This is an optimization exercise on Yosys and OpenROAD, whose aim is small area, not a production implementation.
In this exercise RTL edits were held to simulation tests only and were not proved equivalent to the original.
Power is estimated from default activity; no workload was simulated.

run Z:
Design matrix_calc_top, start of the top module:
module matrix_calc_top #(
    parameter int CLK_FREQ  = 100_000_000,
    parameter int BAUD_RATE = 6_250_000      
) (
    input  logic              clk,
    input  logic              rst_n,
    input  logic              rxd,
    input  logic              btn_load,
    input  logic              btn_print,
    input  matrix_pkg::slot_t slot_sel,
    output logic              txd,
    output logic              busy
);
==> flow/config.mk <==
export PLATFORM = sky130hd
export DESIGN_NAME = matrix_calc_top
export DESIGN_NICKNAME = matrix_calc_top
export VERILOG_FILES = /design/flow/design.v
export SDC_FILE = /design/flow/constraint.sdc
export NUM_CORES = 4
export LEC_CHECK = 0
export CAP_MARGIN = 20
export CORE_MARGIN = 2
export CORE_UTILIZATION = 75
export CTS_CLUSTER_DIAMETER = 70
export CTS_CLUSTER_SIZE = 30
export PLACE_DENSITY = 0.85
export SLEW_MARGIN = 20
==> flow/constraint.sdc <==
create_clock -name core_clock -period 10.0 [get_ports {clk}]
set_input_delay 2.0000 -clock core_clock [delete_from_list [all_inputs] [get_ports {clk}]]
set_output_delay 2.0000 -clock core_clock [all_outputs]
set_load 0.01 [all_outputs]
run.sh (not shown) runs the stock make flow with config.mk's settings and CLKGATE_MAP_FILE= SYNTH_SCRIPT=/design/flow/synth_recipe.tcl, a recipe that flattens the netlist after the stock synthesis.
Input-level comparison between run K and run Z:
-- flow/design.v --
<<< run Z, line 77
    end
    typedef enum logic [3:0] {
        S_IDLE, L_DIM, L_DIMW, L_DATA,
        P_DIMS, P_FETCH, P_SIGN, P_DIG, P_SPACE, P_FLUSH
    } state_t;
    state_t      st;
    logic [1:0]  slot;
    logic [2:0]  dm, dn;     
    logic [2:0]  r, c;       
    logic        bl_q, bp_q;
    logic        ld_act;
    assign ld_act = (st == L_DIM) || (st == L_DATA);
    assign busy   = (st != S_IDLE) && (st != P_DIMS);
    logic [15:0] acc;
>>> run K, line 77
    end
    typedef enum logic [3:0] {
        S_IDLE, L_M, L_MW, L_N, L_NW, L_DATA,
        P_DIMS, P_FETCH, P_SIGN, P_DIG, P_SPACE, P_FLUSH
    } state_t;
    state_t      st;
    logic [1:0]  slot;
    logic        last_c;     
    logic        last_r;     
    logic [2:0]  r, c;       
    logic        bl_q, bp_q;
    logic        ld_act;
    assign ld_act = (st == L_M) || (st == L_N) || (st == L_DATA);
    assign busy   = (st != S_IDLE) && (st != P_DIMS);
    logic [15:0] acc;
<<< run Z, line 152
    logic        dmatch;
    logic        we;         
    logic        dwe;        
    assign match  = (pr == r) && (pc == c);
    assign dmatch = (dph == slot);
>>> run K, line 153
    logic        dmatch;
    logic        we;         
    logic        dwe_m;      
    logic        dwe_n;      
    assign match  = (pr == r) && (pc == c);
    assign dmatch = (dph == slot);
<<< run Z, line 192
    always_ff @(posedge clk or negedge rst_n) begin
        if (!rst_n) dmr <= '0;
        else        dmr <= {dmr[8:0], dwe ? dm : dmr[11:9]};
    end
    always_ff @(posedge clk) begin
        dnr <= {dnr[8:0], dwe ? dn : dnr[11:9]};
    end
    localparam logic [1:0] T_DIG = 2'd0, T_MIN = 2'd1, T_SPC = 2'd2, T_NONE = 2'd3;
>>> run K, line 194
    always_ff @(posedge clk or negedge rst_n) begin
        if (!rst_n) dmr <= '0;
        else        dmr <= {dmr[8:0], dwe_m ? acc[2:0] : dmr[11:9]};
    end
    always_ff @(posedge clk) begin
        dnr <= {dnr[8:0], dwe_n ? acc[2:0] : dnr[11:9]};
    end
    localparam logic [1:0] T_DIG = 2'd0, T_MIN = 2'd1, T_SPC = 2'd2, T_NONE = 2'd3;
<<< run Z, line 268
    assign dcur = (ttype == T_DIG) ? 4'd0 : d;       
    assign step = !tx_act || (ttype != T_DIG);
    logic last_c, last_r;
    logic [2:0] r_inc, c_inc;
    assign r_inc  = inc3(r);
    assign c_inc  = inc3(c);
    assign last_c = (c_inc == dn);
    assign last_r = (r_inc == dm);
    always_comb begin
        we      = (st == L_DATA) && pend && match;
        dwe     = (st == L_DIMW) && dmatch;
        consume = 1'b0;
        send    = 1'b0;
        case (st)
            L_DIM:  consume = pend;
            L_DATA: consume = we;
            P_SIGN, P_SPACE: send = !tx_act;
>>> run K, line 270
    assign dcur = (ttype == T_DIG) ? 4'd0 : d;       
    assign step = !tx_act || (ttype != T_DIG);
    logic [2:0] r_inc, c_inc;
    assign r_inc  = inc3(r);
    assign c_inc  = inc3(c);
    always_ff @(posedge clk) begin
        if (dmatch) begin
            last_c <= (c_inc == dnr[11:9]);
            last_r <= (r_inc == dmr[11:9]);
        end
    end
    always_comb begin
        we      = (st == L_DATA) && pend && match;
        dwe_m   = (st == L_MW) && dmatch;
        dwe_n   = (st == L_NW) && dmatch;
        consume = 1'b0;
        send    = 1'b0;
        case (st)
            L_M, L_N: consume = pend && (acc[2:0] == 3'd0);    
            L_MW:   consume = dwe_m;
            L_NW:   consume = dwe_n;
            L_DATA: consume = we;
            P_SIGN, P_SPACE: send = !tx_act;
<<< run Z, line 292
    state_t st_n;
    logic [1:0] slot_n, ttype_n;
    logic [2:0] dm_n, dn_n, r_n, c_n, p_n;
    logic [3:0] d_n;
    logic [14:0] W_n;
>>> run K, line 300
    state_t st_n;
    logic [1:0] slot_n, ttype_n;
    logic [2:0] r_n, c_n, p_n;
    logic [3:0] d_n;
    logic [14:0] W_n;
<<< run Z, line 299
        st_n = st;
        slot_n = slot;
        dm_n = dm;
        dn_n = dn;
        r_n = r;
        c_n = c;
>>> run K, line 307
        st_n = st;
        slot_n = slot;
        r_n = r;
        c_n = c;
<<< run Z, line 313
                if (btn_load && !bl_q) begin
                    slot_n = slot_sel;
                    dm_n   = '0;
                    st_n   = L_DIM;
                end else if (btn_print && !bp_q) begin
                    slot_n = slot_sel;
>>> run K, line 319
                if (btn_load && !bl_q) begin
                    slot_n = slot_sel;
                    st_n   = L_M;
                end else if (btn_print && !bp_q) begin
                    slot_n = slot_sel;
<<< run Z, line 320
                end
            end
            L_DIM: if (pend && acc[2:0] != 3'd0) begin
                if (dm == 3'd0) begin
                    dm_n = acc[2:0];
                end else begin
                    dn_n = acc[2:0];
                    st_n = L_DIMW;
                end
            end
            L_DIMW: if (dmatch) begin
                r_n  = '0;
                c_n  = '0;
>>> run K, line 325
                end
            end
            L_M:  if (pend && acc[2:0] != 3'd0) st_n = L_MW;
            L_MW: if (dmatch) st_n = L_N;
            L_N:  if (pend && acc[2:0] != 3'd0) st_n = L_NW;
            L_NW: if (dmatch) begin
                r_n  = '0;
                c_n  = '0;
<<< run Z, line 343
            end
            P_DIMS: if (dmatch) begin
                dm_n = dmr[11:9];
                dn_n = dnr[11:9];
                r_n  = '0;
                c_n  = '0;
>>> run K, line 343
            end
            P_DIMS: if (dmatch) begin
                r_n  = '0;
                c_n  = '0;
<<< run Z, line 418
    always_ff @(posedge clk) begin
        slot    <= slot_n;
        dm      <= dm_n;
        dn      <= dn_n;
        r       <= r_n;
        c       <= c_n;
>>> run K, line 416
    always_ff @(posedge clk) begin
        slot    <= slot_n;
        r       <= r_n;
        c       <= c_n;
--- outcome ---
NOTE total length of routed wires run Z->run K decreased by a few percent
Diff run Z -> run K: arrival time at the worst endpoint lower; total met2 wirelength after detailed routing lower; total power after layout lower; first-pass GRT wire length lower; delay of the slowest cell on the worst path lower.
Compared run Z against run K; synthesized netlist net count within noise.
NOTE: count of clock-buffer cells in the layout in run K falls short of that of run Z
Run K ran to completion and came out clean on the timing, design-rule and antenna checks.
Comparing run K and run Z, post-layout utilization of the core is lower on run K.
In the metrics for run K and run Z, the one carrying the lower post-synthesis to final-layout area growth is run K.
Cell area after layout shrinks slightly when moving from run Z to run K.

afterwards: timing with drivers on the ports:
How much do the figures lean on ideal ports? The routed layouts below were timed once more, with nothing changed but the port constraints. Step 1: set_driving_cell puts a clkbuf_16 on clk and a buf_2 on each other input, an assumption about the parent block. Step 2, shift: input delay + t, output delay - t, t = (earliest + latest rising clock arrival at the registers) / 2. This alone moves slack from input paths to output paths. a / b / c = ideal ports / drivers / drivers and shift; a / b = the first two.
run | shift t [ns] | slack for setup (ns) | slew at the worst register clock pin (ns)
run Z | 0.803 | 1.618 / 1.618 / 1.618 | 0.12 / 0.12
run K | 0.795 | 2.165 / 2.165 / 2.165 | 0.13 / 0.13
After both steps setup and hold are still met in every run listed.
